This is an optimization exercise on Yosys and OpenROAD, whose aim is small area, a short achievable clock period and few clock cycles, not a production implementation.
RTL that was checked went through simulation tests only; none was proved equivalent to the original.
No functional check of the RTL was part of runs 1 to 3.
Power figures rest on the tool's default switching activity, not on a simulated workload.

==> flow/design.v, too long to show whole: its modules and the start of the top module <==
// module nse_regs: 28 lines
// module nse_ctrl: 131 lines
// module nse_dp: 112 lines
// module nse_sqacc40: 494 lines
// module nse_sqacc41: 497 lines
// module nash_sutcliffe_efficiency_top: 70 lines
module nash_sutcliffe_efficiency_top #(
	parameter int MAX_SAMPLES = nse_pkg::MAX_SAMPLES_DEF,
	parameter int SAMPLE_BITS = nse_pkg::SAMPLE_BITS_DEF
) (
	input  logic                              clk,
	input  logic                              arst_n,
	input  logic                              s_tvalid,
	output logic                              s_tready,
	input  logic [nse_pkg::IN_DATA_W-1:0]     s_tdata,    
	input  logic                              s_tlast,    
	output logic                              m_tvalid,
	input  logic                              m_tready,
	output logic [nse_pkg::EFF_W-1:0]         m_tdata,    
	output logic [nse_pkg::STAT_W-1:0]        m_tuser,    
	input  logic                              psel,
	input  logic                              penable,
	input  logic                              pwrite,
	input  logic [nse_pkg::APB_ADDR_W-1:0]    paddr,
	input  logic [nse_pkg::APB_DATA_W-1:0]    pwdata,
	output logic [nse_pkg::APB_DATA_W-1:0]    prdata,
	output logic                              pready
);
  // ...
==> flow/flow/run.sh <==
#!/bin/bash
# The standard layout (the standard.sh, standard synthesis included) with these layout
# choices:
#  - after the standard synthesis, flow/fa_polarity.py removes inverters between full-adder
#    cells: a full adder is self-dual, so feeding it complemented inputs complements its
#    outputs; it picks adder polarities that need fewer inverters. Registers and every other
#    cell stay as synthesized. The synthesized netlist is kept as 1_2_yosys.standard.v.
#  - timing repair is asked to leave setup slack beyond the clock period's (ORFS's
#    repair_timing reads the margin from SETUP_SLACK_MARGIN);
#  - the port buffers that buffer_ports puts on every input and output are plain buffers
#    (sky130_fd_sc_hd__buf_2, which repair may resize) instead of its default delay cell.
# The clock, the constraints and every other step are the standard flow's.
set -euo pipefail
export SETUP_SLACK_MARGIN=7.9
export BUFFER_PORTS_ARGS="-buffer_cell sky130_fd_sc_hd__buf_2"
R=orfs/results/${FLOW_PLATFORM}/nash_sutcliffe_efficiency_top/base
bash standard.sh synth > standard_synth.log 2>&1
cp "$R/1_2_yosys.v" "$R/1_2_yosys.standard.v"
python3 flow/fa_polarity.py "$R/1_2_yosys.standard.v" "$R/1_2_yosys.v" > fa_polarity.log 2>&1
rm -f "$R/1_synth.odb" "$R/1_synth.sdc"
bash standard.sh > standard_flow.log 2>&1
==> flow/flow/fa_polarity.py <==
#!/usr/bin/env python3
"""Remove inverters between full adders in a mapped Yosys netlist.

A full adder is self-dual: FA(~a, ~b, ~c) = (~cout, ~sum). Each fa cell gets a polarity p
(1: it is fed the complements of its inputs and so outputs the complements of its outputs);
the polarities are chosen to reduce the number of inverters the netlist needs, then every
connection is rebuilt with one shared inverter per net that needs one. Registers, ports and
every other cell are left as they are; the function is unchanged.
Usage: fa_polarity.py IN.v OUT.v
"""
import re
import sys
from collections import defaultdict

OUT_PINS = {"X", "Y", "Q", "Q_N", "SUM", "COUT", "HI", "LO"}

src = open(sys.argv[1]).read()
mod_start = src.index("module ")
mod_end = src.rindex("endmodule")
body = src[mod_start:mod_end]

# cell instances: type name ( .PIN(net), ... );
cell_re = re.compile(r"^  (sky130_fd_sc_hd__\w+) (\\\S+ |\S+) ?\(\n(.*?)\n  \);\n", re.S | re.M)
pin_re = re.compile(r"\.(\w+)\((.*?)\)(?:,|$)", re.M)

cells = []
for m in cell_re.finditer(body):
    typ, name, pins_txt = m.group(1), m.group(2), m.group(3)
    pins = []
    for pm in pin_re.finditer(pins_txt):
        pins.append([pm.group(1), pm.group(2).strip()])
    cells.append({"type": typ, "name": name.strip(), "pins": pins, "span": m.span()})
n_inst = len(re.findall(r"^  sky130_fd_sc_hd__\w+ ", body, re.M))
if n_inst != len(cells):
    sys.exit(f"fa_polarity: parsed {len(cells)} of {n_inst} cell instances")

def is_fa(c):
    return re.match(r"sky130_fd_sc_hd__fa_\d+$", c["type"]) is not None

def is_inv(c):
    return re.match(r"sky130_fd_sc_hd__(clk)?inv_\d+$", c["type"]) is not None

# nets referenced outside cell instances (assigns, ports) are fixed
rest = cell_re.sub("", body)
fixed_nets = set()
ports = set(re.findall(r"^\s*(?:input|output|inout)\s+(?:\[[^\]]*\]\s*)?(\S+);", rest, re.M))
for line in rest.splitlines():
    line = line.strip()
    if line.startswith("assign"):
        for tok in re.findall(r"(\\\S+ |[A-Za-z_][\w$]*(?:\[\d+\])?)", line[6:]):
            fixed_nets.add(tok.strip())

driver = {}
loads = defaultdict(list)      # net -> [(cell index, pin index)]
for ci, c in enumerate(cells):
    for pi, (p, n) in enumerate(c["pins"]):
        if p in OUT_PINS:
            driver[n] = (ci, p)
        else:
            loads[n].append((ci, pi))

def norm(n):
    return n.strip()

def is_port(n):
    return re.sub(r"\[\d+\]$", "", n.strip()) in ports

fa_idx = [ci for ci, c in enumerate(cells) if is_fa(c)]
inv_of = {}          # inverter output net -> input net
inv_cells = {}       # inverter output net -> cell index
for ci, c in enumerate(cells):
    if is_inv(c):
        d = dict(c["pins"])
        inv_of[norm(d["Y"])] = norm(d["A"])
        inv_cells[norm(d["Y"])] = ci

def resolve(n):
    """(source net, inversion) for a net, through one inverter."""
    n = norm(n)
    if n in inv_of:
        return inv_of[n], 1
    return n, 0

def fa_src(n):
    d = driver.get(n)
    if d is not None and is_fa(cells[d[0]]):
        return d[0]
    return None

# consumers of each source net: list of (kind, cell, pin index, inv) kind 'fa' or 'other'
# an inverter whose output goes to a fixed net (assign) stays as it is
consumers = defaultdict(list)
removable_inv = set()
involved = set()
for ci in fa_idx:
    for pi, (p, n) in enumerate(cells[ci]["pins"]):
        if p in OUT_PINS:
            involved.add(norm(n))
        else:
            s, i = resolve(n)
            involved.add(s)
for s in sorted(involved):
    for (ci, pi) in loads.get(s, []):
        c = cells[ci]
        if is_inv(c):
            y = norm(dict(c["pins"])["Y"])
            if y in fixed_nets or y == s:
                consumers[s].append(("keep", ci, pi, 0))
                continue
            removable_inv.add(ci)
            for (cj, pj) in loads.get(y, []):
                consumers[s].append(("fa" if is_fa(cells[cj]) else "other", cj, pj, 1))
        else:
            consumers[s].append(("fa" if is_fa(c) else "other", ci, pi, 0))
    if s in fixed_nets or is_port(s):
        consumers[s].append(("fixedref", -1, -1, 0))

forced = set()
for ci in fa_idx:
    for p, n in cells[ci]["pins"]:
        n = norm(n)
        if "'" in n:
            forced.add(ci)
        if p in OUT_PINS and (n in fixed_nets or is_port(n)):
            forced.add(ci)
        if p not in OUT_PINS:
            s, i = resolve(n)
            d = driver.get(s)
            if d is not None and "conb" in cells[d[0]]["type"]:
                forced.add(ci)
            if d is None and s not in fixed_nets and not re.match(r"^[A-Za-z_]", s.lstrip("\\")):
                forced.add(ci)

pol = defaultdict(int)

def net_cost(s):
    ps = pol[fa_src(s)] if fa_src(s) is not None else 0
    need_inv = False
    for kind, ci, pi, i in consumers[s]:
        if kind == "keep" or kind == "fixedref":
            continue
        t = i ^ (pol[ci] if kind == "fa" else 0)
        if t != ps:
            need_inv = True
    # a fixed reference to the net itself needs the logical value on the net
    if ps and any(k == "fixedref" for k, *_ in consumers[s]):
        return 100
    return 1 if need_inv else 0

def fa_nets(ci):
    out = set()
    for p, n in cells[ci]["pins"]:
        if p in OUT_PINS:
            out.add(norm(n))
        else:
            out.add(resolve(n)[0])
    return out

improved = True
rounds = 0
while improved and rounds < 50:
    improved = False
    rounds += 1
    for ci in fa_idx:
        if ci in forced:
            continue
        nets = fa_nets(ci)
        before = sum(net_cost(s) for s in nets)
        pol[ci] ^= 1
        after = sum(net_cost(s) for s in nets)
        if after < before:
            improved = True
        else:
            pol[ci] ^= 1

total_before = len(removable_inv)
# rebuild connections
new_invs = []      # (name, in, out)
inv_net_for = {}   # source net -> inverted net name
old_inv_out = {}   # source net -> an old inverter output net name (reuse the name)
for ci in removable_inv:
    d = dict(cells[ci]["pins"])
    old_inv_out.setdefault(norm(d["A"]), norm(d["Y"]))
new_wires = []
cnt = [0]
def inverted(s):
    if s not in inv_net_for:
        if s in old_inv_out:
            nn = old_inv_out[s]
        else:
            cnt[0] += 1
            nn = f"_fapol_n{cnt[0]}_"
            new_wires.append(nn)
        inv_net_for[s] = nn
        new_invs.append((f"_fapol_i{len(new_invs) + 1}_", s, nn))
    return inv_net_for[s]

for s in sorted(involved):
    ps = pol[fa_src(s)] if fa_src(s) is not None else 0
    for kind, ci, pi, i in consumers[s]:
        if kind in ("keep", "fixedref"):
            continue
        t = i ^ (pol[ci] if kind == "fa" else 0)
        cells[ci]["pins"][pi][1] = s if t == ps else inverted(s)

# emit; an escaped identifier ends with a space
def emit(n):
    n = n.strip()
    return n + " " if n.startswith("\\") else n

out_cells = []
for ci, c in enumerate(cells):
    if ci in removable_inv:
        continue
    pins = ",\n".join(f"    .{p}({emit(n)})" for p, n in c["pins"])
    out_cells.append(f"  {c['type']} {emit(c['name'])} (\n{pins}\n  );\n")
for name, a, y in new_invs:
    out_cells.append(f"  sky130_fd_sc_hd__inv_1 {name} (\n    .A({emit(a)}),\n    .Y({emit(y)})\n  );\n")
# keep everything that is not a cell instance in place, cells after the declarations
first = cell_re.search(body).start()
head = body[:first]
tail_txt = cell_re.sub("", body[first:])
wires = "".join(f"  wire {w};\n" for w in new_wires)
res = src[:mod_start] + head + wires + "".join(out_cells) + tail_txt + src[mod_end:]
open(sys.argv[2], "w").write(res)
print(f"fa_polarity: {len(fa_idx)} full adders, {sum(pol[c] for c in fa_idx)} flipped, "
      f"inverters {total_before} -> {len(new_invs)}", file=sys.stderr)
==> flow/standard.sh <==
#!/bin/bash
# synth_recipe.tcl (not shown) runs the flow's synth.tcl, then flattens the netlist and writes it again
# the make line also repeats each setting of config.mk as NAME=value (left out here)
make -C /OpenROAD-flow-scripts/flow DESIGN_CONFIG=/design/flow/config.mk WORK_HOME=/design/flow/orfs CLKGATE_MAP_FILE= SYNTH_SCRIPT=/design/flow/synth_recipe.tcl "${@:-finish}"
==> flow/config.mk <==
export PLATFORM = sky130hd
export DESIGN_NAME = nash_sutcliffe_efficiency_top
export DESIGN_NICKNAME = nash_sutcliffe_efficiency_top
export VERILOG_FILES = /design/flow/design.v
export SDC_FILE = /design/flow/constraint.sdc
export NUM_CORES = 4
export LEC_CHECK = 0
export CAP_MARGIN = 20
export CORE_MARGIN = 2
export CORE_UTILIZATION = 40
export SLEW_MARGIN = 20
==> flow/constraint.sdc <==
create_clock -name core_clock -period 12.0 [get_ports {clk}]
set_input_delay 2.4000 -clock core_clock [delete_from_list [all_inputs] [get_ports {clk}]]
set_output_delay 2.4000 -clock core_clock [all_outputs]
set_load 0.01 [all_outputs]
==> out/metrics.yaml, run 1 <==
buf_share_pct: 2.821
drive_gt1_share_pct: 10.23
area_growth_pct: 11.03
post-place-ws_ns: 6.919
cp-start-kind: "flip-flop"
dieArea_um2: 106900
num_tap_cells: 1380
status: "complete, no violations"
grt.total_usage_pct: 20.42
nClkBuffers: 91
ir_worst_vdd_mv: 0.1587
drt_iter0_drc: 2010
path_class: "flip-flop to flip-flop"
die-height_um: 326.9
inverters: 235
fillers: 9875
syn_area_um2: 41710
path_cells: "nand2b_4, o21ai_2, fa_2, fa_2, a211oi_4, o21ai_2, a21o_1, o311a_4, a211o_1, a41o_1, a21o_1, a31o_4, a21boi_2, xnor2_1, nor2_1"
ant_nets: 0
routedWlPerCell_um: 18.78
cts_setup_buffers: 24
largest_reg_flops: 52
cp.required_ns: 12.39
grt_pass1_wl_mm: 176.3
h-tree-depth: 2
top_usage_layer: "met2"
layout_common_cells: "nor2_1 (315), ha_1 (307), a21oi_1 (299)"
power_leader: "combinational cells"
p_seq_share_pct: 25.1
final_nets: 5125
design.core.area_um2: 103500
yosys_warnings: 3
crit_family: "compound AO/OA/AOI/OAI gates"
crit_slowest_cell: "edfxtp_1"
final_cells: 5887
m1WireLength_mm: 50.75
worst_setup_path_end_kind: "flip-flop"
p_clk_mw: 1.91
multi_input_gates: 3473
crit_buf_inv: 0
==> run 2, diff against run 1 <==
--- a/flow/config.mk
+++ b/flow/config.mk
@@ -8,4 +8,6 @@
 export CAP_MARGIN = 20
 export CORE_MARGIN = 2
 export CORE_UTILIZATION = 40
+export CTS_BUF_LIST = sky130_fd_sc_hd__clkbuf_8
+export CTS_CLUSTER_SIZE = 20
 export SLEW_MARGIN = 20
==> run 2 against run 1 <==
  * Synthesized cell count is the same
  * Final cell count grew 1.1%
  * Setup slack lost 0.023 ns
  * Global-route usage grew 0.22 points
  * Final area shrank 0.29%
  * Sequential power is essentially flat
  * Maximum frequency shrank 0.55%
  * First-iteration DRC count grew 3.7%
  * Via count grew 1.1%
  * Critical endpoint is now u_ctrl.pd_q[41]
  * Sequential share of layout area grew 0.077 points
  * Count of clock-buffer cells in the layout grew 25
  * Still clean
  * Routed wire length grew 0.62%
==> out/metrics.yaml, run 2 <==
status: "complete, no violations"
max_freq_mhz: 240.5
drc: 0
final.period_utilization_pct: 34.65
setup_viol: 0
clockRootBuffer: "clkbuf_8"
place_congestion: 0.8925
grt_max_degree: 84
totalWireLength_mm: 111.2
h-tree-depth: 3  # +1
relSlewSlack_pct: 32.49
fin_util_pct: 44.62
path_cells: "buf_12, buf_12, xor2_1, o21ai_0, ha_1, a21oi_2, inv_1, a31oi_2, a311oi_4, a311oi_2, o21ai_2, a211o_2, a21oi_4, o31ai_2, xor2_1, and2_1"
top_register: "u_ctrl.pn_q"
crit_slowest_cell: "edfxtp_1"
path_class: "flip-flop to flip-flop"
cp_data_arrival_time_ns: 4.66
ios: 136
grt_pass1_vias: 32490
worst_slew_pin_slew_ns: 1.009
hold_class: "flip-flop to flip-flop"
routedWlPerCell_um: 18.69  # -0.45%
area_growth_pct: 10.71
largest_reg_flops: 52  # unchanged
cp.required_ns: 12.50  # +0.11 ns
syn_area_um2: 41710  # unchanged
firstDrtPassIters: 13
max-cap-violations: 0
fin_crit_ns: 4.158
layout_commonest_cell: "nor2_1"
max_stage_delay_ns: 0.44
grt_pass1_wl_mm: 177.6  # +0.74%
cts_buffer_depth: 3
grt.total_usage_pct: 20.64  # +0.22 points
via_per_inst: 5.420
numCtsBuffers: 94
ir_worst_vdd_mv: 0.1635  # +3.1%
fin_tns_setup_ns: 0
rsz0062_at_grt: "yes"
final_cells: 5950  # +1.1%
largestRegisters: "u_ctrl.pn_q: 52 flops, u_ctrl.pd_q: 50 flops, u_ctrl.q_q: 50 flops"
design.core.area_um2: 103500  # unchanged
final_nets: 5160  # +0.68%
clk_latency_ns: 0.75
ant_nets: 0  # unchanged
fin_skew_ns: 0.06525
power_density_nw_per_um2: 284.0
io_buffers: 86
grt_overflow_total: 0
die-height_um: 326.9  # unchanged
drt_iter0_drc: 2085  # +3.7%
yosys_warnings: 3  # unchanged
layout_common_cells: "nor2_1 (315), ha_1 (312), a21oi_1 (298)"
cp-start-kind: "flip-flop"
drive_gt1_share_pct: 10.99  # +0.76 points
cts_tree: "done"
path_clk_slew_ns: 0.06
place_hpwl_mm: 81.56
initial_core_util_pct: 40.30
worst_setup_path_end_kind: "flip-flop"
syn_avg_cell_area_um2: 9.388
cts.sinks: 511
fillers: 9951  # +0.77%
die-width_um: 326.9
dieArea_um2: 106900  # unchanged
antenna_found_initial: 5
p_leak_nw: 21.48
slew_viol_final: 0
cp_max_fo: 7
hold_viol: 0
ctsHoldBuffers: 0
whs_ns: 0.3512
post-place-cells: 5711
syn_inst: 4443
vias: 32250
rows: 118
==> run 2: repair_timing <==
action / 4_1_cts / 5_1_grt
gates cloned: 4 / 2
endpoints found under the hold margin: 0 / 0
gates resized for setup: 44 / 80
setup endpoints to repair: 89 / 52
pin swaps: 26 / 48
setup buffers: 35 / 21
==> run 2: metrics by stage <==
step	setup WS (ns)	instance area [um2]	power (mW)
after floorplan	7.903	41820	8.773
after global placement	6.927	43130	10.61
after detailed placement	6.919	43130	10.67
after CTS	7.765	45650	12.73
after global routing	7.685	46170	14.11
final	7.842	46180	13.11
==> run 2: final timing paths <==
check | from | endpoint | slack, ns | cells after the start
worst max-delay path | u_ctrl.top_q | u_ctrl.pd_q[41] | 7.84 | 16
worst min-delay path | u_dp.l1_q | u_dp.l2_q | 0.35 | 0
worst max register to register | u_ctrl.top_q | u_ctrl.pd_q[41] | 7.84 | 16
worst min register to register | u_dp.l1_q | u_dp.l2_q | 0.35 | 0
max in group asynchronous | arst_n | u_ctrl.chk_q | 9.56 | 1
min in group asynchronous | arst_n | u_dp.idx_q[4] | 1.79 | 1
==> run 2: layer usage <==
| metal | GRT usage, % | vias to the layer above | routed length, um |
|---|---|---|---|
| met5 | 0 | - | 26 |
| met3 | 2.828 | 196 | 5375 |
| met1 | 28.08 | 15720 | 50800 |
| met2 | 34.23 | 770 | 51990 |
| met4 | 5.993 | 4 | 3034 |
| li1 | - | 15560 | - |
==> run 2: final cells by class <==
class | count | area [um2] | area share [%]
antenna | 2 | 5.005 | 0.01084
tap | 1380 | 1727 | 3.739
clock inverter | 59 | 340.3 | 0.7370
timing repair buffer | 174 | 1336 | 2.894
clock buffer | 116 | 1597 | 3.457
sequential | 511 | 12370 | 26.78
multi-input combinational | 3473 | 27920 | 60.46
inverter | 235 | 885.9 | 1.918
==> run 2: critical path, delay by kind of cell, from the launching register on <==
family	cells	cell delay (ns)
AND/OR/NAND/NOR	1	0.16
XOR/XNOR	2	0.30
buffers and inverters	3	0.40
adder cells (fa/ha/maj)	1	0.39
AO/OA/AOI/OAI	9	2.23
flip-flops	1	0.44
==> run 2: where the power goes <==
group          switching [mW]  internal (mW)
clock network           0.806          0.920
logic                    4.69           3.38
registers               0.705           2.61
==> module nse_ctrl, before the edit <==
module nse_ctrl (
	input  logic                           clk,
	input  logic                           arst_n,
	input  logic                           handoff,
	output logic                           bk_idle_nxt,
	input  logic [9:0]                     n_i,
	input  logic [24:0]                    so_i,
	input  logic [39:0]                    soo_i,
	input  logic [40:0]                    see_i,
	output logic                           m_tvalid,
	input  logic                           m_tready,
	output logic [nse_pkg::EFF_W-1:0]      m_tdata,
	output logic [nse_pkg::STAT_W-1:0]     m_tuser
);
	typedef enum logic [2:0] {
		B_IDLE = 3'd0,
		B_MUL  = 3'd1,
		B_CHK  = 3'd2,
		B_DIV  = 3'd4,
		B_FIN  = 3'd5,
		B_OUT  = 3'd6
	} bstate_t;
	bstate_t     st_q;
	logic [4:0]  k_q;
	logic [9:0]  n_q;
	logic [51:0] q_q;       
	logic [25:0] xq_q;      
	logic [49:0] pd_q;      
	logic [53:0] pn_q;      
	logic [1:0]  stat_q;
	logic        valid_q, few_q, div_q, chk_q;
	logic        sk_q, top_q;    
	logic [4:0] km1;
	assign km1 = k_q - 5'd1;
	logic [11:0] q_add;
	assign q_add = q_q[51:40] + (q_q[0] ? {2'd0, n_q} : 12'd0) + (q_q[1] ? {1'b0, n_q, 1'b0} : 12'd0);
	logic [11:0] n_add;
	assign n_add = pn_q[53:42] + (pn_q[0] ? {2'd0, n_q} : 12'd0) + (pn_q[1] ? {1'b0, n_q, 1'b0} : 12'd0);
	logic [49:0] so_ext, pd_opa, pd_opb, pd_sum;
	logic        pd_cin;
	assign so_ext = {{25{xq_q[24]}}, xq_q[24:0]};
	assign pd_opa = chk_q ? pd_q : {pd_q[48:0], 1'b0};
	assign pd_opb = chk_q ? q_q[49:0] : (sk_q ? (top_q ? so_ext : ~so_ext) : 50'd0);
	assign pd_cin = !chk_q && sk_q && !top_q;
	assign pd_sum = pd_opa + pd_opb + {49'd0, pd_cin};
	logic [50:0] pn_opb, pn_sum;
	logic        qb, sub_q;
	assign pn_opb = {1'b0, pd_q} ^ {51{sub_q}};
	assign pn_sum = {pn_q[49:0], xq_q[25]} + pn_opb + {50'd0, sub_q};
	assign qb     = !pn_sum[50];
	logic        flat, sat;
	logic [25:0] w;
	logic [23:0] eff;
	assign flat = pd_q == 50'd0;
	assign sat  = xq_q[25] || (xq_q[24] && ((xq_q[23:17] != 7'd0) || (&xq_q[16:0])));
	assign w    = 26'h0020000 - {1'b0, xq_q[24:0]};
	assign eff  = sat ? 24'h800000 : w[24:1];
	always_ff @(posedge clk or negedge arst_n) begin
		if (!arst_n) begin
			st_q    <= B_IDLE;
			valid_q <= 1'b0;
			div_q   <= 1'b0;
			chk_q   <= 1'b0;
			k_q     <= '0;
		end else begin
			case (st_q)
				B_IDLE: if (handoff) begin st_q <= B_MUL; k_q <= 5'd24; end
				B_MUL: begin
					k_q <= (k_q == 5'd0) ? 5'd25 : km1;
					if (k_q == 5'd0) begin st_q <= B_CHK; chk_q <= 1'b1; end
				end
				B_CHK: begin
					st_q  <= B_DIV;
					div_q <= 1'b1;
					chk_q <= 1'b0;
				end
				B_DIV: begin
					k_q <= km1;
					if (k_q == 5'd0 || (k_q == 5'd25 && (few_q || flat))) begin
						st_q  <= B_FIN;
						div_q <= 1'b0;
					end
				end
				B_FIN: begin st_q <= B_OUT; valid_q <= 1'b1; end
				B_OUT: if (m_tready) begin st_q <= B_IDLE; valid_q <= 1'b0; end
				default: st_q <= B_IDLE;
			endcase
		end
	end
	always_ff @(posedge clk) begin
		case (st_q)
			B_IDLE: if (handoff) begin
				n_q   <= n_i;
				few_q <= n_i == 10'd0;
				q_q   <= {12'd0, soo_i};
				pn_q  <= {13'd0, see_i};
				xq_q  <= {1'b0, so_i};
				pd_q  <= '0;
				sk_q  <= so_i[24];
				top_q <= 1'b1;
			end
			B_MUL: begin
				pd_q  <= pd_sum;
				if (k_q >= 5'd5) q_q <= {2'd0, q_add, q_q[39:2]};    
				if (k_q >= 5'd4) pn_q <= {2'd0, n_add, pn_q[41:2]};    
				sk_q  <= (km1 < 5'd25) && xq_q[km1];
				top_q <= 1'b0;
			end
			B_CHK: begin
				pd_q  <= pd_sum;
				pn_q  <= {12'd0, pn_q[50:9]};
				xq_q  <= {pn_q[8:0], 17'd0};
				sub_q <= 1'b1;
			end
			B_DIV: begin
				pn_q  <= {3'd0, pn_sum};
				xq_q  <= {xq_q[24:0], qb};
				sub_q <= qb;
			end
			B_FIN: begin
				stat_q <= few_q ? nse_pkg::STAT_FEW : (flat ? nse_pkg::STAT_FLAT : nse_pkg::STAT_OK);
				xq_q   <= (few_q || flat) ? 26'd0 : {2'b0, eff};
			end
			default: ;
		endcase
	end
	assign bk_idle_nxt = ((st_q == B_IDLE) && !handoff) || ((st_q == B_OUT) && m_tready);
	assign m_tvalid    = valid_q;
	assign m_tdata     = xq_q[23:0];
	assign m_tuser     = stat_q;
endmodule
==> run 3, diff against run 2 <==
--- a/flow/design.v
+++ b/flow/design.v
@@ -72,26 +72,32 @@
 	bstate_t     st_q;
 	logic [4:0]  k_q;
 	logic [9:0]  n_q;
-	logic [51:0] q_q;       
+	logic [54:0] q_q;       
 	logic [25:0] xq_q;      
 	logic [49:0] pd_q;      
-	logic [53:0] pn_q;      
+	logic [54:0] pn_q;      
 	logic [1:0]  stat_q;
 	logic        valid_q, few_q, div_q, chk_q;
-	logic        sk_q, top_q;    
+	logic        bm1_q, bm2_q, bneg_q;    
 	logic [4:0] km1;
 	assign km1 = k_q - 5'd1;
-	logic [11:0] q_add;
-	assign q_add = q_q[51:40] + (q_q[0] ? {2'd0, n_q} : 12'd0) + (q_q[1] ? {1'b0, n_q, 1'b0} : 12'd0);
-	logic [11:0] n_add;
-	assign n_add = pn_q[53:42] + (pn_q[0] ? {2'd0, n_q} : 12'd0) + (pn_q[1] ? {1'b0, n_q, 1'b0} : 12'd0);
-	logic [49:0] so_ext, pd_opa, pd_opb, pd_sum;
+	logic [12:0] q_add, n_add;
+	assign q_add = q_q[54:42] + (q_q[0] ? {3'd0, n_q} : 13'd0) + (q_q[1] ? {2'd0, n_q, 1'b0} : 13'd0)
+	             + (q_q[2] ? {1'b0, n_q, 2'b0} : 13'd0);
+	assign n_add = pn_q[54:42] + (pn_q[0] ? {3'd0, n_q} : 13'd0) + (pn_q[1] ? {2'd0, n_q, 1'b0} : 13'd0)
+	             + (pn_q[2] ? {1'b0, n_q, 2'b0} : 13'd0);
+	logic [49:0] so_ext, pd_mag, pd_opa, pd_opb, pd_sum;
 	logic        pd_cin;
 	assign so_ext = {{25{xq_q[24]}}, xq_q[24:0]};
-	assign pd_opa = chk_q ? pd_q : {pd_q[48:0], 1'b0};
-	assign pd_opb = chk_q ? q_q[49:0] : (sk_q ? (top_q ? so_ext : ~so_ext) : 50'd0);
-	assign pd_cin = !chk_q && sk_q && !top_q;
+	assign pd_mag = bm1_q ? so_ext : (bm2_q ? {so_ext[48:0], 1'b0} : 50'd0);
+	assign pd_opa = chk_q ? pd_q : {pd_q[47:0], 2'b0};
+	assign pd_opb = chk_q ? q_q[49:0] : (pd_mag ^ {50{bneg_q}});
+	assign pd_cin = !chk_q && bneg_q;
 	assign pd_sum = pd_opa + pd_opb + {49'd0, pd_cin};
+	logic [28:0] sxe;
+	logic [2:0]  trip;
+	assign sxe  = {{3{xq_q[24]}}, xq_q[24:0], 1'b0};
+	assign trip = (k_q != 5'd0) ? sxe[{km1[3:0], 1'b0} +: 3] : 3'd0;
 	logic [50:0] pn_opb, pn_sum;
 	logic        qb, sub_q;
 	assign pn_opb = {1'b0, pd_q} ^ {51{sub_q}};
@@ -113,7 +119,7 @@
 			k_q     <= '0;
 		end else begin
 			case (st_q)
-				B_IDLE: if (handoff) begin st_q <= B_MUL; k_q <= 5'd24; end
+				B_IDLE: if (handoff) begin st_q <= B_MUL; k_q <= 5'd13; end
 				B_MUL: begin
 					k_q <= (k_q == 5'd0) ? 5'd25 : km1;
 					if (k_q == 5'd0) begin st_q <= B_CHK; chk_q <= 1'b1; end
@@ -141,28 +147,30 @@
 			B_IDLE: if (handoff) begin
 				n_q   <= n_i;
 				few_q <= n_i == 10'd0;
-				q_q   <= {12'd0, soo_i};
-				pn_q  <= {13'd0, see_i};
+				q_q   <= {15'd0, soo_i};
+				pn_q  <= {14'd0, see_i};
 				xq_q  <= {1'b0, so_i};
 				pd_q  <= '0;
-				sk_q  <= so_i[24];
-				top_q <= 1'b1;
+				bm1_q  <= 1'b0;
+				bm2_q  <= 1'b0;
+				bneg_q <= 1'b0;
 			end
 			B_MUL: begin
 				pd_q  <= pd_sum;
-				if (k_q >= 5'd5) q_q <= {2'd0, q_add, q_q[39:2]};    
-				if (k_q >= 5'd4) pn_q <= {2'd0, n_add, pn_q[41:2]};    
-				sk_q  <= (km1 < 5'd25) && xq_q[km1];
-				top_q <= 1'b0;
+				q_q    <= {3'd0, q_add, q_q[41:3]};    
+				pn_q   <= {3'd0, n_add, pn_q[41:3]};
+				bm1_q  <= trip[1] ^ trip[0];
+				bm2_q  <= (trip == 3'b011) || (trip == 3'b100);
+				bneg_q <= !trip[2] && (trip[1] || trip[0]);
 			end
 			B_CHK: begin
 				pd_q  <= pd_sum;
-				pn_q  <= {12'd0, pn_q[50:9]};
+				pn_q  <= {13'd0, pn_q[50:9]};
 				xq_q  <= {pn_q[8:0], 17'd0};
 				sub_q <= 1'b1;
 			end
 			B_DIV: begin
-				pn_q  <= {3'd0, pn_sum};
+				pn_q  <= {4'd0, pn_sum};
 				xq_q  <= {xq_q[24:0], qb};
 				sub_q <= qb;
 			end
--- a/flow/config.mk
+++ b/flow/config.mk
@@ -8,6 +8,4 @@
 export CAP_MARGIN = 20
 export CORE_MARGIN = 2
 export CORE_UTILIZATION = 40
-export CTS_BUF_LIST = sky130_fd_sc_hd__clkbuf_8
-export CTS_CLUSTER_SIZE = 20
 export SLEW_MARGIN = 20
==> run 3 against run 2 <==
  * Setup slack got worse by 0.022 ns
  * Final cell count increased by 0.66%
  * Global-route usage increased by 0.41 points
  * Synthesized cell count increased by 1.8%
  * Via count increased by 2.1%
  * Hold slack improved by 0.0049 ns
  * Sequential power about the same
  * Clock skew decreased by 0.033 ns
  * Register-to-register slack got worse by 0.02 ns
  * Total power increased by 11%
  * Still clean
  * Die area increased by 2.2%
  * Core utilization increased by 0.31 points
==> out/metrics.yaml, run 3 <==
cp_data_arrival_time_ns: 4.63  # -0.03 ns
io_buffers: 86  # unchanged
syn_area_um2: 42650  # +2.3%
grt_overflow_total: 0  # unchanged
ant_nets: 0  # unchanged
place_congestion: 0.8949  # +0.27%
reg2reg_from: "u_ctrl.q_q[0]"
power_density_nw_per_um2: 307.6  # +8.3%
fin_tns_setup_ns: 0  # unchanged
grt_pass1_vias: 32990  # +1.6%
syn_inst: 4525  # +1.8%
max-cap-violations: 0  # unchanged
drive_gt1_share_pct: 10.16  # -0.83 points
hold_class: "flip-flop to flip-flop"
layout_common_cells: "ha_1 (319), nor2_1 (309), nand2_1 (300)"
ios: 136  # unchanged
grt_pass1_wl_mm: 182.4  # +2.7%
ctsHoldBuffers: 0  # unchanged
fin_crit_ns: 4.180  # +0.02244 ns
grt_max_degree: 93  # +11%
path_clk_slew_ns: 0.06  # about the same
largestRegisters: "u_ctrl.pn_q: 52 flops, u_ctrl.q_q: 52 flops, u_ctrl.pd_q: 50 flops"
drt_iter0_drc: 2228  # +6.9%
routedWlPerCell_um: 19.28  # +3.1%
via_per_inst: 5.498  # +1.4%
p_leak_nw: 21.83  # +1.6%
whs_ns: 0.3561  # +0.004878 ns
layout_commonest_cell: "ha_1"
final_nets: 5240  # +1.6%
rsz0062_at_grt: "yes"
numCtsBuffers: 66  # -30%
rows: 119  # +0.85%
relSlewSlack_pct: 30.95  # -1.5 points
cp_max_fo: 4  # -3
h-tree-depth: 3  # unchanged
initial_core_util_pct: 40.41  # +0.11 points
critPathLaunch: "u_ctrl.q_q[0]"
design.core.area_um2: 105600  # +2.0%
grt.total_usage_pct: 21.05  # +0.41 points
status: "complete, no violations"
syn_avg_cell_area_um2: 9.426  # +0.41%
cts.sinks: 514  # +0.59%
clk_latency_ns: 0.64  # -0.11 ns
cts_buffer_depth: 3  # unchanged
area_growth_pct: 11.19
hold_viol: 0  # unchanged
cp-start-kind: "flip-flop"
cts_tree: "done"
max_freq_mhz: 239.2  # -0.54%
fin_skew_ns: 0.03250  # -0.03275 ns
vias: 32930  # +2.1%
antenna_cells: 0  # -2
antenna_found_initial: 3  # -2
drc: 0  # unchanged
place_hpwl_mm: 84.95  # +4.2%
final.period_utilization_pct: 34.83  # +0.19 points
slew_viol_final: 0  # unchanged
worst_slew_pin_slew_ns: 1.036  # +0.02684 ns
die-height_um: 330.6  # +1.1%
die-width_um: 330.6  # +1.1%
cp.required_ns: 12.45  # -0.05 ns
firstDrtPassIters: 7  # -6
ir_worst_vdd_mv: 0.1578  # -3.5%
setup_viol: 0  # unchanged
totalWireLength_mm: 115.5  # +3.8%
yosys_warnings: 3  # unchanged
hold_start: "u_dp.l1_q"
dieArea_um2: 109300  # +2.2%
clockRootBuffer: "clkbuf_16"
path_class: "flip-flop to flip-flop"
worst_setup_path_end_kind: "flip-flop"
-- run 3: worst max-delay path, stage by stage, from the launching register on --
cell and delay (ns):
edfxtp_1 0.56, buf_4 0.21, and2_4 0.13, fa_1 0.54, fa_1 0.43, ha_2 0.20, fa_2 0.38, inv_2 0.08
nor2b_4 0.04, o21ai_2 0.14, buf_4 0.13, a21boi_2 0.06, o21ai_2 0.14, a21boi_1 0.12, o21ai_1 0.18, a21boi_1 0.11
o21a_1 0.19, o21a_1 0.16, nor3_1 0.17
-- run 3: per-layer routing --
layer,vias up,track usage (%),share of wire [%]
met2,781,34.77,47
met3,157,3.126,5.1
met1,16160,28.88,45
met4,2,5.351,2.2
li1,15830,-,-
met5,-,0,0.011
-- run 3: worst paths after layout --
| check | endpoint | slack (ns) | cells past startpoint |
|---|---|---|---|
| max | u_ctrl.q_q[51] | 7.82 | 18 |
| max reg2reg | u_ctrl.q_q[51] | 7.82 | 18 |
| min reg2reg | u_dp.l2_q | 0.36 | 0 |
| min | u_dp.l2_q | 0.36 | 0 |
| min in group asynchronous | u_dp.idx_q[6] | 1.90 | 1 |
| max in group asynchronous | u_ctrl.chk_q | 9.44 | 1 |
-- run 3: cell type report --
| class | instances | area, um2 |
|---|---|---|
| Clock buffer | 99 | 1951 |
| Clock inverter | 21 | 224.0 |
| Fill cell | 10160 | 58140 |
| Inverter | 206 | 777.0 |
| Multi-Input combinational cell | 3568 | 28860 |
| Sequential cell | 514 | 12460 |
| Tap cell | 1391 | 1740 |
| Timing Repair Buffer | 190 | 1419 |
-- run 3: per-stage QoR --
step | power [mW] | std cells | instance area [um2] | utilization, % | setup WS [ns]
after floorplan | 9.509 | 4547 | 42750 | - | 7.919
after global placement | 11.58 | 5791 | 44010 | 41.69 | 6.843
after detailed placement | 11.64 | 5791 | 44010 | 41.69 | 6.795
after CTS | 14.11 | 5958 | 46860 | 44.39 | 7.879
after global routing | 15.69 | 5989 | 47430 | 44.93 | 7.636
final | 14.59 | 5989 | 47430 | 44.93 | 7.820
-- run 3: what timing repair did --
item	CTS	global route
pin swaps	18	42
gates cloned	1	1
resized for setup	78	79
buffers inserted	46	30
endpoints found under the setup margin	77	52
-- run 3: power by group --
part / internal, mW / switching, mW / leakage (nW) / total, mW
Sequential: 2.64 / 0.712 / 4.67 / 3.35
Clock: 1.20 / 0.819 / 1.06 / 2.01
Combinational: 3.88 / 5.34 / 16.1 / 9.23
==> run 4, diff against run 3 <==
--- a/flow/design.v
+++ b/flow/design.v
@@ -72,41 +72,31 @@
 	bstate_t     st_q;
 	logic [4:0]  k_q;
 	logic [9:0]  n_q;
-	logic [54:0] q_q;       
+	logic [51:0] pn_q;      
+	logic [53:0] ns_q;      
 	logic [25:0] xq_q;      
-	logic [49:0] pd_q;      
-	logic [54:0] pn_q;      
+	logic [50:0] pd_q;      
 	logic [1:0]  stat_q;
-	logic        valid_q, few_q, div_q, chk_q;
-	logic        bm1_q, bm2_q, bneg_q;    
-	logic [4:0] km1;
-	assign km1 = k_q - 5'd1;
-	logic [12:0] q_add, n_add;
-	assign q_add = q_q[54:42] + (q_q[0] ? {3'd0, n_q} : 13'd0) + (q_q[1] ? {2'd0, n_q, 1'b0} : 13'd0)
-	             + (q_q[2] ? {1'b0, n_q, 2'b0} : 13'd0);
-	assign n_add = pn_q[54:42] + (pn_q[0] ? {3'd0, n_q} : 13'd0) + (pn_q[1] ? {2'd0, n_q, 1'b0} : 13'd0)
-	             + (pn_q[2] ? {1'b0, n_q, 2'b0} : 13'd0);
-	logic [49:0] so_ext, pd_mag, pd_opa, pd_opb, pd_sum;
-	logic        pd_cin;
-	assign so_ext = {{25{xq_q[24]}}, xq_q[24:0]};
-	assign pd_mag = bm1_q ? so_ext : (bm2_q ? {so_ext[48:0], 1'b0} : 50'd0);
-	assign pd_opa = chk_q ? pd_q : {pd_q[47:0], 2'b0};
-	assign pd_opb = chk_q ? q_q[49:0] : (pd_mag ^ {50{bneg_q}});
-	assign pd_cin = !chk_q && bneg_q;
-	assign pd_sum = pd_opa + pd_opb + {49'd0, pd_cin};
-	logic [28:0] sxe;
-	logic [2:0]  trip;
-	assign sxe  = {{3{xq_q[24]}}, xq_q[24:0], 1'b0};
-	assign trip = (k_q != 5'd0) ? sxe[{km1[3:0], 1'b0} +: 3] : 3'd0;
+	logic        valid_q, few_q, div_q, chk_q, sub_q;
+	logic [11:0] q_add;
+	assign q_add = pn_q[51:40] + (pn_q[0] ? {2'd0, n_q} : 12'd0) + (pn_q[1] ? {1'b0, n_q, 1'b0} : 12'd0);
+	logic [11:0] n_add;
+	assign n_add = ns_q[53:42] + (ns_q[0] ? {2'd0, n_q} : 12'd0) + (ns_q[1] ? {1'b0, n_q, 1'b0} : 12'd0);
+	logic [25:0] so26, sq_opb, sq_add;
+	logic        sq_last;
+	assign sq_last = k_q == 5'd0;
+	assign so26    = {xq_q[24], xq_q[24:0]};
+	assign sq_opb  = pd_q[0] ? (so26 ^ {26{sq_last}}) : 26'd0;
+	assign sq_add  = pd_q[50:25] + sq_opb + {25'd0, pd_q[0] && sq_last};
 	logic [50:0] pn_opb, pn_sum;
-	logic        qb, sub_q;
-	assign pn_opb = {1'b0, pd_q} ^ {51{sub_q}};
+	logic        qb;
+	assign pn_opb = {1'b0, pd_q[49:0]} ^ {51{sub_q}};
 	assign pn_sum = {pn_q[49:0], xq_q[25]} + pn_opb + {50'd0, sub_q};
 	assign qb     = !pn_sum[50];
 	logic        flat, sat;
 	logic [25:0] w;
 	logic [23:0] eff;
-	assign flat = pd_q == 50'd0;
+	assign flat = pd_q[49:0] == 50'd0;
 	assign sat  = xq_q[25] || (xq_q[24] && ((xq_q[23:17] != 7'd0) || (&xq_q[16:0])));
 	assign w    = 26'h0020000 - {1'b0, xq_q[24:0]};
 	assign eff  = sat ? 24'h800000 : w[24:1];
@@ -119,9 +109,9 @@
 			k_q     <= '0;
 		end else begin
 			case (st_q)
-				B_IDLE: if (handoff) begin st_q <= B_MUL; k_q <= 5'd13; end
+				B_IDLE: if (handoff) begin st_q <= B_MUL; k_q <= 5'd24; end
 				B_MUL: begin
-					k_q <= (k_q == 5'd0) ? 5'd25 : km1;
+					k_q <= (k_q == 5'd0) ? 5'd25 : k_q - 5'd1;
 					if (k_q == 5'd0) begin st_q <= B_CHK; chk_q <= 1'b1; end
 				end
 				B_CHK: begin
@@ -130,7 +120,7 @@
 					chk_q <= 1'b0;
 				end
 				B_DIV: begin
-					k_q <= km1;
+					k_q <= k_q - 5'd1;
 					if (k_q == 5'd0 || (k_q == 5'd25 && (few_q || flat))) begin
 						st_q  <= B_FIN;
 						div_q <= 1'b0;
@@ -147,30 +137,29 @@
 			B_IDLE: if (handoff) begin
 				n_q   <= n_i;
 				few_q <= n_i == 10'd0;
-				q_q   <= {15'd0, soo_i};
-				pn_q  <= {14'd0, see_i};
+				pn_q  <= {12'd0, soo_i};
+				ns_q  <= {13'd0, see_i};
 				xq_q  <= {1'b0, so_i};
-				pd_q  <= '0;
-				bm1_q  <= 1'b0;
-				bm2_q  <= 1'b0;
-				bneg_q <= 1'b0;
+				pd_q  <= {26'd0, so_i};
+				sub_q <= 1'b0;
 			end
 			B_MUL: begin
-				pd_q  <= pd_sum;
-				q_q    <= {3'd0, q_add, q_q[41:3]};    
-				pn_q   <= {3'd0, n_add, pn_q[41:3]};
-				bm1_q  <= trip[1] ^ trip[0];
-				bm2_q  <= (trip == 3'b011) || (trip == 3'b100);
-				bneg_q <= !trip[2] && (trip[1] || trip[0]);
+				pd_q <= {sq_add[25], sq_add, pd_q[24:1]};
+				if (k_q >= 5'd5) pn_q <= {2'd0, q_add, pn_q[39:2]};
+				else if (k_q == 5'd4) begin
+					pn_q     <= {1'b0, pn_q[51:1]};
+					xq_q[25] <= pn_q[0];
+				end
+				if (k_q >= 5'd4) ns_q <= {2'd0, n_add, ns_q[41:2]};    
+				if (k_q == 5'd0) sub_q <= 1'b1;
 			end
 			B_CHK: begin
-				pd_q  <= pd_sum;
-				pn_q  <= {13'd0, pn_q[50:9]};
-				xq_q  <= {pn_q[8:0], 17'd0};
-				sub_q <= 1'b1;
+				pd_q <= {1'b0, pn_sum[49:0]};
+				pn_q <= {10'd0, ns_q[50:9]};
+				xq_q <= {ns_q[8:0], 17'd0};
 			end
 			B_DIV: begin
-				pn_q  <= {4'd0, pn_sum};
+				pn_q  <= {1'b0, pn_sum};
 				xq_q  <= {xq_q[24:0], qb};
 				sub_q <= qb;
 			end
==> run 4 against run 3 <==
  * Via count decreased by 4.4%
  * Maximum frequency increased by 1.3%
  * Flip-flop and latch count decreased by 4
  * Final area decreased by 5.2%
  * Sequential power decreased by 2%
  * First-iteration DRC count increased by 6.6%
  * Routed wire length decreased by 0.24%
  * Die area decreased by 5.5%
  * Global-route usage increased by 1.1 points
  * Setup slack improved by 0.054 ns
==> out/metrics.yaml, run 4 <==
grt_pass1_vias: 31380  # -4.9%
ios: 136  # unchanged
p_leak_nw: 20.42  # -6.5%
drive_gt1_share_pct: 9.628  # -0.53 points
fin_util_pct: 44.97  # about the same
place_hpwl_mm: 84.17  # -0.92%
design.core.area_um2: 100000  # -5.3%
grt.total_usage_pct: 22.19  # +1.1 points
fin_tns_setup_ns: 0  # unchanged
fin_skew_ns: 0.04502  # +0.01252 ns
final.period_utilization_pct: 34.38  # -0.45 points
largestRegisters: "u_ctrl.ns_q: 52 flops, u_ctrl.pd_q: 51 flops, u_ctrl.pn_q: 51 flops"
p_seq_share_pct: 26.5  # +3.5 points
totalWireLength_mm: 115.2  # -0.24%
cp.required_ns: 12.38  # -0.07 ns
path_clk_slew_ns: 0.06  # about the same
grt_overflow_total: 0  # unchanged
cp_max_fo: 12  # +8
syn_area_um2: 40270  # -5.6%
antenna_found_initial: 0  # -3
area_growth_pct: 11.67
firstDrtPassIters: 5  # -2
worst_slew_pin_slew_ns: 0.9835  # -0.05230 ns
clk_latency_ns: 0.67  # +0.03 ns
setup_viol: 0  # unchanged
post-place-cells: 5527  # -4.6%
cts_tree: "done"
hold_class: "flip-flop to flip-flop"
final_nets: 4998  # -4.6%
ant_nets: 0  # unchanged
vias: 31490  # -4.4%
multi_input_area_um2: 26690  # -7.5%
syn_inst: 4329  # -4.3%
whs_ns: 0.3641  # +0.008027 ns
regArea_um2: 12340  # -0.93%
cts_buffer_depth: 3  # unchanged
worst_setup_path_end_kind: "flip-flop"
internal_power_mw: 6.638  # -14%
rsz0062_at_grt: "yes"
cp_data_arrival_time_ns: 4.50  # -0.13 ns
fin_crit_ns: 4.126  # -0.05417 ns
max_freq_mhz: 242.4  # +1.3%
initial_core_util_pct: 40.27  # -0.14 points
hold_viol: 0  # unchanged
die-height_um: 321.3  # -2.8%
fillers: 9511  # -6.4%
numCtsBuffers: 61  # -7.6%
swShare_pct: 46.15  # -0.98 points
h-tree-depth: 2  # -1
max-cap-violations: 0  # unchanged
dieArea_um2: 103200  # -5.5%
drc: 0  # unchanged
ir_worst_vdd_mv: 0.1758  # +11%
min_path_cells: 0  # unchanged
layout_common_cells: "nand2_1 (336), nor2_1 (312), a21oi_1 (284)"
io_buffers: 86  # unchanged
path_class: "flip-flop to flip-flop"
power_frac_clock_pct: 16.6  # +2.8 points
relSlewSlack_pct: 34.44  # +3.5 points
syn_avg_cell_area_um2: 9.302  # -1.3%
status: "complete, no violations"
cts.sinks: 510  # -0.78%
layout_commonest_cell: "nand2_1"
slew_viol_final: 0  # unchanged
yosys_warnings: 3  # unchanged
routedWlPerCell_um: 20.20  # +4.8%
clockRootBuffer: "clkbuf_16"
power_density_nw_per_um2: 274.1  # -11%
combPwrFrac_pct: 56.8  # -6.4 points
die-width_um: 321.3  # -2.8%
final_cells: 5703  # -4.8%
place_congestion: 0.9247  # +3.3%
rows: 116  # -2.5%
largest_reg_flops: 52
cp-start-kind: "flip-flop"
via_per_inst: 5.522  # +0.44%
top_register: "u_ctrl.ns_q"
drt_iter0_drc: 2375  # +6.6%
grt_max_degree: 57  # -39%
ff2ff_path_depth: 14  # -4
grt_pass1_wl_mm: 179.9  # -1.4%
power_switching_mw: 5.688  # -17%
run 4: final timing paths:
kind	startpoint	to	slack [ns]
max in group asynchronous	arst_n	u_ctrl.k_q[2]	9.41
min reg2reg	u_dp.l1_q	u_dp.l2_q	0.36
max	u_ctrl.sub_q	u_ctrl.pn_q[39]	7.87
max reg2reg	u_ctrl.sub_q	u_ctrl.pn_q[39]	7.87
min in group asynchronous	arst_n	u_dp.idx_q[4]	1.89
min	u_dp.l1_q	u_dp.l2_q	0.36
run 4: critical path, cell delays in order (launching register included):
cell,delay (ns)
edfxtp_1,0.44
buf_12,0.18
xor2_1,0.19
ha_1,0.38
a211oi_1,0.09
o21bai_1,0.23
o211ai_1,0.17
or4_4,0.56
a21o_1,0.25
a21o_1,0.22
nor3_4,0.33
a211oi_4,0.13
xnor2_2,0.18
a221oi_2,0.34
nand4_1,0.13
run 4: routing by layer:
| metal | share of wire, % | track usage (%) | vias to the layer above |
|---|---|---|---|
| li1 | - | - | 15000 |
| met1 | 45 | 30.66 | 15370 |
| met2 | 45 | 35.61 | 953 |
| met3 | 6.1 | 3.092 | 171 |
| met4 | 3.7 | 7.601 | 0 |
| met5 | 0 | 0 | - |
run 4: power by group through the flow:
stage | combinational, mW | clock (mW) | sequential [mW]
after floorplan | 4.84 | 0 | 2.88
after global placement | 6.18 | 0 | 3.31
after detailed placement | 6.23 | 0 | 3.31
after CTS | 6.59 | 2.09 | 3.26
after global routing | 7.70 | 2.15 | 3.31
final | 7.01 | 2.05 | 3.27
run 4: area by class of cell:
type                       count  share of cell area, %
timing repair buffer         180                  2.874
tap                         1298                  3.611
sequential                   510                  27.44
inverter                     204                  1.711
clock buffer                  87                  4.199
multi-input combinational   3395                  59.36
antenna                        1               0.005565
clock inverter                28                 0.8041
run 4: timing repair:
action / 4_1_cts / 5_1_grt
setup endpoints to repair: 66 / 45
hold buffers: 0 / 0
buffers inserted: 25 / 31
resized for setup: 31 / 75
cloned: 3 / 1
pin swaps: 13 / 37
run 4: stage by stage:
stage	setup slack, ns	instance area (um2)	total power [mW]
2_1_floorplan	7.962	40430	7.720
3_3_place_gp	6.760	41690	9.489
3_5_place_dp	6.725	41690	9.546
4_1_cts	7.863	44410	11.93
5_1_grt	7.728	44970	13.16
6_report	7.874	44970	12.33
Testbench counts of run 4, summed over its fixed seeds: cycles 17,133.
==> run 5, diff against run 4 <==
--- a/flow/design.v
+++ b/flow/design.v
@@ -72,22 +72,26 @@
 	bstate_t     st_q;
 	logic [4:0]  k_q;
 	logic [9:0]  n_q;
-	logic [51:0] pn_q;      
-	logic [53:0] ns_q;      
+	logic [54:0] pn_q;      
+	logic [54:0] ns_q;      
 	logic [25:0] xq_q;      
-	logic [50:0] pd_q;      
+	logic [52:0] pd_q;      
+	logic        pb_q;      
 	logic [1:0]  stat_q;
 	logic        valid_q, few_q, div_q, chk_q, sub_q;
-	logic [11:0] q_add;
-	assign q_add = pn_q[51:40] + (pn_q[0] ? {2'd0, n_q} : 12'd0) + (pn_q[1] ? {1'b0, n_q, 1'b0} : 12'd0);
-	logic [11:0] n_add;
-	assign n_add = ns_q[53:42] + (ns_q[0] ? {2'd0, n_q} : 12'd0) + (ns_q[1] ? {1'b0, n_q, 1'b0} : 12'd0);
-	logic [25:0] so26, sq_opb, sq_add;
-	logic        sq_last;
-	assign sq_last = k_q == 5'd0;
-	assign so26    = {xq_q[24], xq_q[24:0]};
-	assign sq_opb  = pd_q[0] ? (so26 ^ {26{sq_last}}) : 26'd0;
-	assign sq_add  = pd_q[50:25] + sq_opb + {25'd0, pd_q[0] && sq_last};
+	logic [12:0] q_add, n_add;
+	assign q_add = pn_q[54:42] + (pn_q[0] ? {3'd0, n_q} : 13'd0) + (pn_q[1] ? {2'd0, n_q, 1'b0} : 13'd0)
+	             + (pn_q[2] ? {1'b0, n_q, 2'b0} : 13'd0);
+	assign n_add = ns_q[54:42] + (ns_q[0] ? {3'd0, n_q} : 13'd0) + (ns_q[1] ? {2'd0, n_q, 1'b0} : 13'd0)
+	             + (ns_q[2] ? {1'b0, n_q, 2'b0} : 13'd0);
+	logic [26:0] so27, sq_mag, sq_add;
+	logic        bm1, bm2, bneg;
+	assign bm1    = pd_q[0] ^ pb_q;
+	assign bm2    = (pd_q[1] && !pd_q[0] && !pb_q) || (!pd_q[1] && pd_q[0] && pb_q);
+	assign bneg   = pd_q[1] && !(pd_q[0] && pb_q);
+	assign so27   = {{2{xq_q[24]}}, xq_q[24:0]};
+	assign sq_mag = bm1 ? so27 : (bm2 ? {so27[25:0], 1'b0} : 27'd0);
+	assign sq_add = pd_q[52:26] + (sq_mag ^ {27{bneg}}) + {26'd0, bneg};
 	logic [50:0] pn_opb, pn_sum;
 	logic        qb;
 	assign pn_opb = {1'b0, pd_q[49:0]} ^ {51{sub_q}};
@@ -109,7 +113,7 @@
 			k_q     <= '0;
 		end else begin
 			case (st_q)
-				B_IDLE: if (handoff) begin st_q <= B_MUL; k_q <= 5'd24; end
+				B_IDLE: if (handoff) begin st_q <= B_MUL; k_q <= 5'd14; end
 				B_MUL: begin
 					k_q <= (k_q == 5'd0) ? 5'd25 : k_q - 5'd1;
 					if (k_q == 5'd0) begin st_q <= B_CHK; chk_q <= 1'b1; end
@@ -137,29 +141,34 @@
 			B_IDLE: if (handoff) begin
 				n_q   <= n_i;
 				few_q <= n_i == 10'd0;
-				pn_q  <= {12'd0, soo_i};
-				ns_q  <= {13'd0, see_i};
+				pn_q  <= {15'd0, soo_i};
+				ns_q  <= {14'd0, see_i};
 				xq_q  <= {1'b0, so_i};
-				pd_q  <= {26'd0, so_i};
+				pd_q  <= {27'd0, so_i[24], so_i};
+				pb_q  <= 1'b0;
 				sub_q <= 1'b0;
 			end
 			B_MUL: begin
-				pd_q <= {sq_add[25], sq_add, pd_q[24:1]};
-				if (k_q >= 5'd5) pn_q <= {2'd0, q_add, pn_q[39:2]};
-				else if (k_q == 5'd4) begin
-					pn_q     <= {1'b0, pn_q[51:1]};
+				if (k_q >= 5'd2) begin    
+					pd_q <= {{2{sq_add[26]}}, sq_add, pd_q[25:2]};
+					pb_q <= pd_q[1];
+				end
+				if (k_q >= 5'd1) begin
+					pn_q <= {3'd0, q_add, pn_q[41:3]};
+					ns_q <= {3'd0, n_add, ns_q[41:3]};
+				end else begin
+					pn_q     <= {1'b0, pn_q[54:1]};
 					xq_q[25] <= pn_q[0];
 				end
-				if (k_q >= 5'd4) ns_q <= {2'd0, n_add, ns_q[41:2]};    
 				if (k_q == 5'd0) sub_q <= 1'b1;
 			end
 			B_CHK: begin
-				pd_q <= {1'b0, pn_sum[49:0]};
-				pn_q <= {10'd0, ns_q[50:9]};
+				pd_q <= {3'd0, pn_sum[49:0]};
+				pn_q <= {13'd0, ns_q[50:9]};
 				xq_q <= {ns_q[8:0], 17'd0};
 			end
 			B_DIV: begin
-				pn_q  <= {1'b0, pn_sum};
+				pn_q  <= {4'd0, pn_sum};
 				xq_q  <= {xq_q[24:0], qb};
 				sub_q <= qb;
 			end
--- a/flow/flow/run.sh
+++ b/flow/flow/run.sh
@@ -11,7 +11,7 @@
 #    (sky130_fd_sc_hd__buf_2, which repair may resize) instead of its default delay cell.
 # The clock, the constraints and every other step are the standard flow's.
 set -euo pipefail
-export SETUP_SLACK_MARGIN=7.9
+export SETUP_SLACK_MARGIN=8.1
 export BUFFER_PORTS_ARGS="-buffer_cell sky130_fd_sc_hd__buf_2"
 R=orfs/results/${FLOW_PLATFORM}/nash_sutcliffe_efficiency_top/base
 bash standard.sh synth > standard_synth.log 2>&1
==> run 5 against run 4 <==
  * Non-clock buffer count rose by 46
  * Final area rose by 3.6%
  * Die area rose by 2.7%
==> out/metrics.yaml, run 5 <==
worst_slew_pin_slew_ns: 1.040  # +0.05609 ns
hold_class: "flip-flop to flip-flop"
via_per_inst: 5.479  # -0.77%
place_congestion: 0.9087  # -1.7%
io_buffers: 86  # unchanged
drive_gt1_share_pct: 11.31  # +1.7 points
firstDrtPassIters: 6  # +1
yosys_warnings: 3  # unchanged
h-tree-depth: 2  # unchanged
cts_tree: "done"
fin_crit_ns: 3.957  # -0.1692 ns
hold_viol: 0  # unchanged
area_growth_pct: 12.62
status: "complete, no violations"
internal_power_mw: 6.879  # +3.6%
power_frac_clock_pct: 15.8  # -0.8 points
ios: 136  # unchanged
path_cells: "buf_12, xor2_1, ha_2, and3_2, a221oi_2, a2bb2oi_2, o31ai_4, a211o_2, a221oi_4, o41a_4, o21ai_1, xnor2_1, buf_4, o22ai_1"
grt_overflow_total: 0  # unchanged
crit_slowest_cell: "edfxtp_1"
syn_inst: 4419  # +2.1%
clk_latency_ns: 0.67  # about the same
worst_setup_path_end_kind: "flip-flop"
cp_data_arrival_time_ns: 4.32  # -0.18 ns
place_hpwl_mm: 87.94  # +4.5%
swShare_pct: 46.63  # +0.48 points
design.core.area_um2: 102200  # +2.2%
critPathLaunch: "u_ctrl.sub_q"
cp.required_ns: 12.37  # about the same
dieArea_um2: 106000  # +2.7%
clockRootBuffer: "clkbuf_16"
max-cap-violations: 0  # unchanged
cts.sinks: 512  # +0.39%
layout_commonest_cell: "nand2_1"
antenna_cells: 0  # -1
largestRegisters: "u_ctrl.ns_q: 52 flops, u_ctrl.pn_q: 52 flops, u_ctrl.pd_q: 51 flops"
die-height_um: 325.6  # +1.3%
grt.total_usage_pct: 21.90  # -0.29 points
path_class: "flip-flop to flip-flop"
combPwrFrac_pct: 60.3  # +3.5 points
die-width_um: 325.6  # +1.3%
relSlewSlack_pct: 30.70  # -3.7 points
layout_common_cells: "nand2_1 (351), nor2_1 (325), a21oi_1 (320)"
grt_pass1_wl_mm: 184.0  # +2.3%
p_leak_nw: 21.51  # +5.4%
drc: 0  # unchanged
rsz0062_at_grt: "yes"
drt_iter0_drc: 2206  # -7.1%
final_nets: 5154  # +3.1%
power_density_nw_per_um2: 276.7  # +0.95%
ir_worst_vdd_mv: 0.2030  # +15%
crit_buf_inv: 2  # +1
cts_buffer_depth: 3  # unchanged
vias: 32340  # +2.7%
fin_tns_setup_ns: 0  # unchanged
numCtsBuffers: 59  # -3.3%
reg2reg_from: "u_ctrl.sub_q"
crit_family: "compound AO/OA/AOI/OAI gates"
max_stage_delay_ns: 0.48  # -0.08 ns
antenna_found_initial: 1  # +1
path_clk_slew_ns: 0.06  # about the same
cp-start-kind: "flip-flop"
ctsHoldBuffers: 0  # unchanged
power.total_mw: 12.89  # +4.6%
cp_max_fo: 21  # +9
grt_max_degree: 69  # +21%
syn_area_um2: 41360  # +2.7%
grt_pass1_vias: 31880  # +1.6%
p_seq_share_pct: 23.9  # -2.6 points
ant_nets: 0  # unchanged
hold_start: "u_dp.l1_q"
setup_viol: 0  # unchanged
syn_avg_cell_area_um2: 9.360  # +0.61%
power_switching_mw: 6.010  # +5.6%
fin_skew_ns: 0.02879  # -0.01623 ns
final.period_utilization_pct: 32.97  # -1.4 points
slew_viol_final: 0  # unchanged
max_freq_mhz: 252.7  # +4.3%
rows: 117  # +0.86%
initial_core_util_pct: 40.48  # +0.21 points
totalWireLength_mm: 118.9  # +3.2%
routedWlPerCell_um: 20.14  # -0.30%
==> run 5: cell count changes in the layout (fill, tap and decap cells not counted), sizes merged, moves of 11 or more <==
cell | previous run | this run
o21ai | 219 | 235
nor2 | 317 | 334
a21oi | 301 | 340
mux2i | 10 | 41
fa | 277 | 292
inv | 207 | 185
o21bai | 38 | 24
nand2 | 342 | 355
nand4 | 41 | 30
buf | 177 | 222
==> run 5: power groups by stage <==
stage | clock network, mW | logic, mW | registers (mW)
6_report | 2.04 | 7.77 | 3.08
2_1_floorplan | 0 | 5.29 | 2.80
4_1_cts | 2.07 | 7.31 | 3.07
3_3_place_gp | 0 | 6.77 | 3.15
3_5_place_dp | 0 | 6.81 | 3.15
5_1_grt | 2.14 | 8.48 | 3.13
==> run 5: metal layers <==
metal  vias up  track usage [%]  wire [um]
met1     15860            29.90      53300
li1      15410                -          -
met4         2            7.724       4246
met5         -                0          7
met2       868            35.68      54720
met3       205            2.825       6604
==> run 5: final timing paths <==
kind	end	slack, ns	cells after the start
setup / recovery	u_ctrl.pd_q[41]	8.04	14
hold / removal	u_dp.l2_q	0.35	0
setup reg to reg	u_ctrl.pd_q[41]	8.04	14
hold reg to reg	u_dp.l2_q	0.35	0
max in group asynchronous	u_ctrl.st_q[0]	9.35	1
min in group asynchronous	u_regs.skip_q[3]	1.90	1
==> run 5: what timing repair did <==
action	CTS	global route
setup endpoints to repair	103	63
setup buffers	51	50
pin swaps	39	64
gates resized for setup	78	87
cloned	2	3
hold endpoints to repair	0	0
==> run 5: metrics by stage <==
stage               hold slack, ns  util, %  worst slack (ns)  instance area [um2]  std cells
detailed placement          0.3404    41.80             7.064                42710       5685
finish                      0.3543    45.59             8.043                46580       5903
CTS                         0.3503    44.75             7.974                45730       5850
global placement            0.3420    41.80             7.068                42710       5685
floorplan                   0.3312        -             7.982                41470       4441
global route                0.3569    45.59             7.878                46580       5903
==> run 5: worst register-to-register path, stage by stage, from the launching register on <==
cell and delay (ns):
edfxtp_1 0.48, buf_12 0.21, xor2_1 0.21, ha_2 0.37
and3_2 0.25, a221oi_2 0.30, a2bb2oi_2 0.22, o31ai_4 0.11
a211o_2 0.39, a221oi_4 0.33, o41a_4 0.28, o21ai_1 0.12
xnor2_1 0.18, buf_4 0.15, o22ai_1 0.07
==> run 5: layout make-up <==
type / instances / area [um2]
inverters: 185 / 695.7
clock buffers: 83 / 1808
fillers: 9880 / 55600
flip-flops and latches: 512 / 12410
clock inverters: 29 / 405.4
well taps: 1368 / 1712
repair buffers: 226 / 1683
multi-input cells: 3500 / 27870
Testbench counts of run 5, summed over its fixed seeds: cycles 16,641.
==> run 6, diff against run 5 <==
--- a/flow/flow/run.sh
+++ b/flow/flow/run.sh
@@ -11,7 +11,7 @@
 #    (sky130_fd_sc_hd__buf_2, which repair may resize) instead of its default delay cell.
 # The clock, the constraints and every other step are the standard flow's.
 set -euo pipefail
-export SETUP_SLACK_MARGIN=8.1
+export SETUP_SLACK_MARGIN=7.9
 export BUFFER_PORTS_ARGS="-buffer_cell sky130_fd_sc_hd__buf_2"
 R=orfs/results/${FLOW_PLATFORM}/nash_sutcliffe_efficiency_top/base
 bash standard.sh synth > standard_synth.log 2>&1
==> run 6 against run 5 <==
  * Still clean on timing, DRC and antenna
  * Critical path depth fell by 1
  * Maximum frequency fell by 2.5%
  * Flip-flop and latch count did not move
  * Hold slack got worse by 0.0012 ns
  * Setup slack got worse by 0.10 ns
  * Combinational power fell by 5.4%
  * Core utilization fell by 1.0 points
  * Via count fell by 0.82%
  * Highest routed layer unchanged
==> out/metrics.yaml, run 6 <==
grt_pass1_wl_mm: 181.3  # -1.4%
design.core.area_um2: 102200  # unchanged
ff2ff_path_depth: 13  # -1
grt_pass1_vias: 31640  # -0.75%
dpl_cell_area_um2: 42700  # about the same
cts_buffer_depth: 3  # unchanged
fin_skew_ns: 0.03069  # +0.001899 ns
routedWlPerCell_um: 20.07  # -0.36%
crit_slowest_cell: "or4_1"
design_area_um2: 45530  # -2.2%
final_nets: 5105  # -0.95%
rsz0062_at_grt: "yes"
grt_max_degree: 80  # +16%
max_stage_delay_ns: 0.55  # +0.07 ns
hold_viol: 0  # unchanged
cts.sinks: 512  # unchanged
h-tree-depth: 2  # unchanged
relSlewSlack_pct: 36.83  # +6.1 points
cts_tree: "done"
path_class: "flip-flop to flip-flop"
worst_setup_path_end_kind: "flip-flop"
initial_core_util_pct: 40.48  # unchanged
cp_data_arrival_time_ns: 4.40  # +0.08 ns
path_clk_slew_ns: 0.06  # about the same
drive_gt1_share_pct: 8.984  # -2.3 points
ios: 136  # unchanged
antenna_cells: 0  # unchanged
final.period_utilization_pct: 33.83  # +0.85 points
ant_nets: 0  # unchanged
cp-start-kind: "flip-flop"
path_common_cell: "o31ai_2"
drt_iter0_drc: 2341  # +6.1%
clk_latency_ns: 0.67  # about the same
die-width_um: 325.6  # unchanged
regArea_um2: 12400  # about the same
fillers: 10060  # +1.8%
cp.required_ns: 12.34  # -0.03 ns
fin_util_pct: 44.56  # -1.0 points
layout_common_cells: "nand2_1 (352), nor2_1 (330), a21oi_1 (328)"
cp_max_fo: 13  # -38%
path_cells: "clkbuf_16, xor2_1, ha_2, nand4_1, or4_1, a2bb2oi_2, o31ai_2, a211o_2, a221oi_4, o41a_4, o31ai_2, xnor2_1, o22ai_1"
post-place-cells: 5685  # unchanged
via_per_inst: 5.480  # about the same
place_hpwl_mm: 87.73  # -0.24%
antenna_found_initial: 2  # +1
clockRootBuffer: "clkbuf_16"
layout_setup_ws_ns: 7.941  # -0.1024 ns
setup_viol: 0  # unchanged
area_growth_pct: 10.09
place_congestion: 0.9052  # -0.39%
fin_tns_setup_ns: 0  # unchanged
totalWireLength_mm: 117.5  # -1.2%
p_leak_nw: 21.07  # -2.0%
yosys_warnings: 3  # unchanged
status: "complete, no violations"
worst_slew_pin_slew_ns: 0.9440  # -0.09557 ns
die-height_um: 325.6  # unchanged
max_freq_mhz: 246.4  # -2.5%
drc: 0  # unchanged
largestRegisters: "u_ctrl.ns_q: 52 flops, u_ctrl.pn_q: 52 flops, u_ctrl.pd_q: 51 flops"
layout_commonest_cell: "nand2_1"
grt_overflow_total: 0  # unchanged
syn_inst: 4419  # unchanged
multi_input_area_um2: 27490  # -1.4%
hold_class: "flip-flop to flip-flop"
vias: 32080  # -0.82%
power_density_nw_per_um2: 269.7  # -2.5%
fin_crit_ns: 4.059  # +0.1024 ns
max-cap-violations: 0  # unchanged
post-place-ws_ns: 7.253  # +0.1889 ns
firstDrtPassIters: 5  # -1
syn_area_um2: 41360  # unchanged
ir_worst_vdd_mv: 0.1836  # -9.5%
io_buffers: 86  # unchanged
final_cells: 5854  # -0.83%
min_path_cells: 0  # unchanged
numCtsBuffers: 60  # +1.7%
grt.total_usage_pct: 21.56  # -0.34 points
dieArea_um2: 106000  # unchanged
rows: 117  # unchanged
slew_viol_final: 0  # unchanged
syn_avg_cell_area_um2: 9.360  # unchanged
## run 6: metrics by stage
| stage | hold slack, ns | total power, mW |
|---|---|---|
| floorplan | 0.3312 | 8.082 |
| global placement | 0.3422 | 9.901 |
| detailed placement | 0.3425 | 9.939 |
| CTS | 0.3543 | 12.02 |
| global route | 0.3597 | 13.13 |
| finish | 0.3530 | 12.28 |
## run 6: per-layer routing
metal / routed length (um) / GRT usage [%] / up-vias
met5: 74 / 0 / -
met4: 4615 / 8.004 / 6
met3: 6179 / 2.606 / 214
met2: 53130 / 34.43 / 872
met1: 53470 / 29.98 / 15670
li1: - / - / 15320
## run 6: final cells by class
| class | instances | share of cell area [%] |
|---|---|---|
| clock inverters | 31 | 0.5633 |
| inverters | 185 | 1.533 |
| well taps | 1368 | 3.759 |
| clock buffers | 82 | 3.751 |
| flip-flops and latches | 512 | 27.24 |
| repair buffers | 177 | 2.778 |
| multi-input cells | 3499 | 60.38 |
## run 6: repair_timing
action                                 in CTS  in global routing
pin swaps                                   7                 42
setup buffers                              27                 24
hold buffers                                0                  0
setup endpoints to repair                  63                 43
gates resized for setup                    32                 61
endpoints found under the hold margin       0                  0
cloned                                      1                  3
## run 6: worst max-delay path: cells and delay by family, from the launching register on
family	cells	cell delay, ns
AO/OA/AOI/OAI	7	1.53
XOR/XNOR	2	0.38
adder cells (fa/ha/maj)	1	0.40
buffers and inverters	1	0.21
flip-flops	1	0.44
AND/OR/NAND/NOR	2	0.76
## run 6: final timing paths
| path | from | to | slack, ns |
|---|---|---|---|
| min in group asynchronous | arst_n | u_regs.skip_q[3] | 1.64 |
| min | u_dp.l1_q | u_dp.l2_q | 0.35 |
| min reg2reg | u_dp.l1_q | u_dp.l2_q | 0.35 |
| max reg2reg | u_ctrl.sub_q | u_ctrl.pd_q[43] | 7.94 |
| max in group asynchronous | arst_n | u_ctrl.st_q[0] | 9.81 |
| max | u_ctrl.sub_q | u_ctrl.pd_q[43] | 7.94 |
## run 6: power by group
| part | internal (mW) | switching, mW |
|---|---|---|
| clock network | 1.04 | 0.799 |
| logic | 2.89 | 4.46 |
| registers | 2.51 | 0.581 |

Setup slack of run 6, layout unchanged: 7.941 ns with ideal ports, 7.941 ns with driving cells assumed (clock clkbuf_16, inputs buf_2), 7.941 ns with port delays also shifted by the 0.724 ns mid clock arrival.
